What follows belongs to an exercise in optimizing a design on an open flow for small area, a short achievable clock period and few clock cycles per item; a production flow would make more cautious choices.
Only simulation tests tie the RTL to the original design; equivalence was not proved.
No activity file was given, so power comes from the tool's default toggle rates.

== willow ==
==> flow/design.v <==
package instr_mem_pkg;
  typedef enum logic {
    CLEAR = 1'b0,
    RUN   = 1'b1
  } state_t;
  localparam int FAULT_W        = 2;
  localparam int FAULT_MISALIGN = 0;
  localparam int FAULT_RANGE    = 1;
endpackage
module instr_mem_array #(
  parameter int XLEN   = 32,
  parameter int DEPTH  = 64,
  parameter int GROUPS = 2
) (
  input  logic                   i_clk,
  input  logic [DEPTH-1:0]       i_we_row,
  input  logic [XLEN-1:0]        i_wdata,
  input  logic [DEPTH-1:0]       i_rsel,
  output logic [GROUPS*XLEN-1:0] o_rdata    
);
  localparam int ROWS = DEPTH / GROUPS;
  logic [XLEN-1:0] r_mem [DEPTH];
  always_ff @(posedge i_clk) begin
    for (int i = 0; i < DEPTH; i++) begin
      if (i_we_row[i]) begin
        r_mem[i] <= i_wdata;
      end
    end
  end
  always_comb begin
    for (int g = 0; g < GROUPS; g++) begin
      o_rdata[g*XLEN +: XLEN] = '0;
      for (int i = 0; i < ROWS; i++) begin
        o_rdata[g*XLEN +: XLEN] = o_rdata[g*XLEN +: XLEN]
                                | (r_mem[g*ROWS + i] & {XLEN{i_rsel[g*ROWS + i]}});
      end
    end
  end
endmodule
module instr_mem_ctrl #(
  parameter int XLEN   = 32,
  parameter int DEPTH  = 64,
  parameter int ADDR_W = 32,
  localparam int IDX_W = $clog2(DEPTH)
) (
  input  logic               i_clk,
  input  logic               i_rst,
  input  logic               i_clear,
  output logic               o_busy,
  input  logic               i_req_valid,
  output logic               o_req_ready,
  input  logic [ADDR_W-1:0]  i_req_addr,
  output logic               o_rsp_valid,
  input  logic               i_rsp_ready,
  output logic [XLEN-1:0]    o_rsp_instr,
  output logic [instr_mem_pkg::FAULT_W-1:0] o_rsp_fault,
  input  logic               i_wr_en,
  input  logic [ADDR_W-1:0]  i_wr_addr,
  input  logic [XLEN-1:0]    i_wr_data
);
  localparam int RSP_W  = XLEN + instr_mem_pkg::FAULT_W;
  localparam int FN     = 4;           
  localparam int GROUPS = 2;           
  logic                 r_busy;
  logic                 r_run;
  logic                 r_ready;       
  logic                 r_stall;       
  logic [FN-1:0]        r_inflight;    
  logic [DEPTH-1:0]     r_we_row;
  logic [XLEN-1:0]      r_wdata;
  logic                 r_sel_valid;
  logic [DEPTH-1:0]     r_rsel;
  logic [instr_mem_pkg::FAULT_W-1:0] r_sel_fault;
  logic                 r_rd_valid;
  logic [instr_mem_pkg::FAULT_W-1:0] r_rd_fault;
  logic [GROUPS*XLEN-1:0] r_rd;
  logic                 r_out_valid;
  logic                 r_out_empty;
  logic [RSP_W-1:0]     r_out;
  logic [RSP_W-1:0]     r_fifo [FN];
  logic [FN-1:0]        r_head;        
  logic [1:0]           r_tail;
  logic [FN-1:1]        r_fifo_cnt;    
  logic [FN-1:0]        w_fifo_cnt;
  logic                 w_req_misalign;
  logic                 w_req_range;
  logic                 w_wr_range;
  logic                 w_wr_go;
  logic                 w_clear_go;
  logic                 w_start;
  logic                 w_busy_next;
  logic                 w_req_fire;
  logic                 w_rsp_fire;
  logic [FN-1:0]        w_head_next;
  logic [FN-1:0]        w_fifo_left;   
  logic [FN-1:0]        w_fifo_cnt_next;
  logic [FN-1:0]        w_inflight_next;
  logic                 w_unused;
  logic [GROUPS*XLEN-1:0] w_rdata;
  logic [XLEN-1:0]      w_rd_word;
  logic [RSP_W-1:0]     w_rd;
  logic [FN-1:0]        w_out_sel;     
  logic                 w_out_fifo;    
  logic [RSP_W-1:0]     w_out_entry;
  assign w_req_misalign = |i_req_addr[1:0];
  assign w_req_range    = |i_req_addr[ADDR_W-1:IDX_W+2];
  assign w_wr_range     = |i_wr_addr[ADDR_W-1:IDX_W+2];
  assign w_unused       = ^i_wr_addr[1:0];
  assign w_clear_go  = r_run && i_clear;
  assign w_start     = i_rst || w_clear_go;
  assign w_busy_next = w_start || (!r_run && !r_we_row[DEPTH-1]);
  assign w_wr_go     = i_wr_en && !w_wr_range && r_run && !i_clear && !i_rst;
  always_ff @(posedge i_clk) begin
    r_busy <= w_busy_next;
    r_run  <= !w_busy_next;
    for (int i = 0; i < DEPTH; i++) begin
      r_we_row[i] <= (w_wr_go && (i_wr_addr[IDX_W+1:2] == IDX_W'(i)))
                   || ((i == 0) ? w_start : (!r_run && !i_rst && r_we_row[(i + DEPTH - 1) % DEPTH]));
    end
    r_wdata <= w_busy_next ? '0 : i_wr_data;
  end
  assign w_req_fire = i_req_valid && !r_stall;
  assign w_rsp_fire = !r_out_empty && i_rsp_ready;
  always_ff @(posedge i_clk) begin
    r_sel_valid <= w_req_fire && !w_start;
    r_sel_fault <= {w_req_range, w_req_misalign};
    for (int i = 0; i < DEPTH; i++) begin
      r_rsel[i] <= (i_req_addr[IDX_W+1:2] == IDX_W'(i)) && !w_req_misalign && !w_req_range;
    end
    r_rd_valid <= r_sel_valid && !w_start;
    r_rd_fault <= r_sel_fault;
    r_rd       <= w_rdata;
  end
  instr_mem_array #(
    .XLEN   (XLEN),
    .DEPTH  (DEPTH),
    .GROUPS (GROUPS)
  ) u_array (
    .i_clk    (i_clk),
    .i_we_row (r_we_row),
    .i_wdata  (r_wdata),
    .i_rsel   (r_rsel),
    .o_rdata  (w_rdata)
  );
  always_comb begin
    w_rd_word = '0;
    for (int g = 0; g < GROUPS; g++) begin
      w_rd_word = w_rd_word | r_rd[g*XLEN +: XLEN];
    end
  end
  assign w_rd = {r_rd_fault, w_rd_word};
  assign w_fifo_cnt      = {r_fifo_cnt, !r_out_empty};
  assign w_head_next     = w_rsp_fire ? {r_head[FN-2:0], r_head[FN-1]} : r_head;
  assign w_fifo_left     = w_rsp_fire ? (w_fifo_cnt >> 1) : w_fifo_cnt;
  assign w_fifo_cnt_next = r_rd_valid ? {w_fifo_left[FN-2:0], 1'b1} : w_fifo_left;
  always_comb begin
    w_inflight_next = r_inflight;
    if (w_req_fire && !w_rsp_fire) w_inflight_next = {r_inflight[FN-2:0], 1'b1};
    if (!w_req_fire && w_rsp_fire) w_inflight_next = r_inflight >> 1;
  end
  always_ff @(posedge i_clk) begin
    if (w_start) begin
      r_out_valid <= 1'b0;
      r_out_empty <= 1'b1;
      r_head      <= FN'(1);
      r_tail      <= '0;
      r_fifo_cnt  <= '0;
      r_inflight  <= '0;
      r_ready     <= 1'b0;
      r_stall     <= 1'b1;
    end else begin
      r_out_valid <= w_fifo_cnt_next[0];
      r_out_empty <= !w_fifo_cnt_next[0];
      r_head      <= w_head_next;
      if (r_rd_valid) r_tail <= r_tail + 1'b1;
      r_fifo_cnt  <= w_fifo_cnt_next[FN-1:1];
      r_inflight  <= w_inflight_next;
      r_ready     <= !w_busy_next && !w_inflight_next[FN-1];
      r_stall     <= w_busy_next || w_inflight_next[FN-1];
    end
  end
  assign w_out_sel  = i_rsp_ready ? {r_head[FN-2:0], r_head[FN-1]} : r_head;
  assign w_out_fifo = i_rsp_ready ? w_fifo_cnt[1] : w_fifo_cnt[0];
  always_comb begin
    w_out_entry = '0;
    for (int k = 0; k < FN; k++) begin
      w_out_entry = w_out_entry | (r_fifo[k] & {RSP_W{w_out_sel[k]}});
    end
  end
  always_ff @(posedge i_clk) begin
    r_out <= w_out_fifo ? w_out_entry : w_rd;
    for (int k = 0; k < FN; k++) begin
      if (r_rd_valid && r_tail == 2'(k)) begin
        r_fifo[k] <= w_rd;
      end
    end
  end
  assign o_busy      = r_busy;
  assign o_req_ready = r_ready;
  assign o_rsp_valid = r_out_valid;
  assign o_rsp_fault = r_out[XLEN +: instr_mem_pkg::FAULT_W];
  assign o_rsp_instr = r_out[XLEN-1:0];
endmodule
clock: 4.0 ns
lec_check: 0
cap_margin: 20
core_margin: 2
core_utilization: 70
cts_cluster_diameter: 100
cts_cluster_size: 30
setup_slack_margin: 2.15
slew_margin: 20
tns_end_percent: 100
run.sh (not shown) runs the stock make flow with config.mk's settings and CLKGATE_MAP_FILE= SYNTH_SCRIPT=/design/flow/synth_recipe.tcl, a recipe that flattens the netlist after the stock synthesis.
willow ran to completion and came out clean on the timing, DRC and antenna checks.
Testbench counts of willow, summed over its fixed seeds: cycles 24,024, items 24,000.
> inputs changed (willow -> ember)
Settings: swapping 70 for 65 in CORE_UTILIZATION; swapping 2.15 for 2.1 in SETUP_SLACK_MARGIN.
## What came out
On ember: met2 track demand over resource in global routing is 2.3 points lower than what willow gave. ember -> willow: number of flip-flops and latches delta 0, exact match. Sequential share of layout area: ember vs willow — no meaningful difference. Row count: higher on ember. ember finished every stage and its layout cleared the timing, DRC and antenna checks.
Inputs modified between ember and juniper:
Settings: CORE_UTILIZATION now 70, was 65.
### Flow results
- juniper: flow completed, timing, DRC and antenna clean
- Summary of juniper over ember: timing-limited maximum frequency rose by 4.1 MHz, sequential share of power rose by 0.2 points, number of top-level pins stayed essentially flat.
- juniper ended up with o_busy as its critical path capture point; ember ended up with o_rsp_instr[8].
- Diff ember -> juniper: hold slack shows no meaningful change; worst path setup slack after routing shows an increase of 17 ps; wire length the detailed router placed on met1 shows a reduction of 11000 µm.

[separate check: timing with driven ports]
No port has a modelled driver above. Below, the same layouts with a new extraction and two added sets of constraints. Step 1 assumes that a clkbuf_16 drives the clock port and a buf_2 every other input. Step 2, shift: input delay + t, output delay - t, t = (earliest + latest rising clock arrival at the registers) / 2. This alone moves slack from input paths to output paths. Three values: ideal, step 1, step 2; two values: the first two.
run	t, ns	setup WS [ns]	worst setup path at the end	clock arrival spread, ns	worst register clock-pin slew, ns
willow	0.815	2.009 / 1.923 / 1.376	input to register	0.039 / 0.039	0.12 / 0.12
ember	0.830	1.974 / 1.887 / 1.383	input to register	0.035 / 0.036	0.12 / 0.12
juniper	0.806	1.991 / 1.909 / 1.338	input to register	0.050 / 0.051	0.12 / 0.12
After both steps setup and hold are still met in every run listed. For juniper, which loses most, drivers alone change the setup slack by -0.082 ns; drivers and shift together by -0.653 ns.
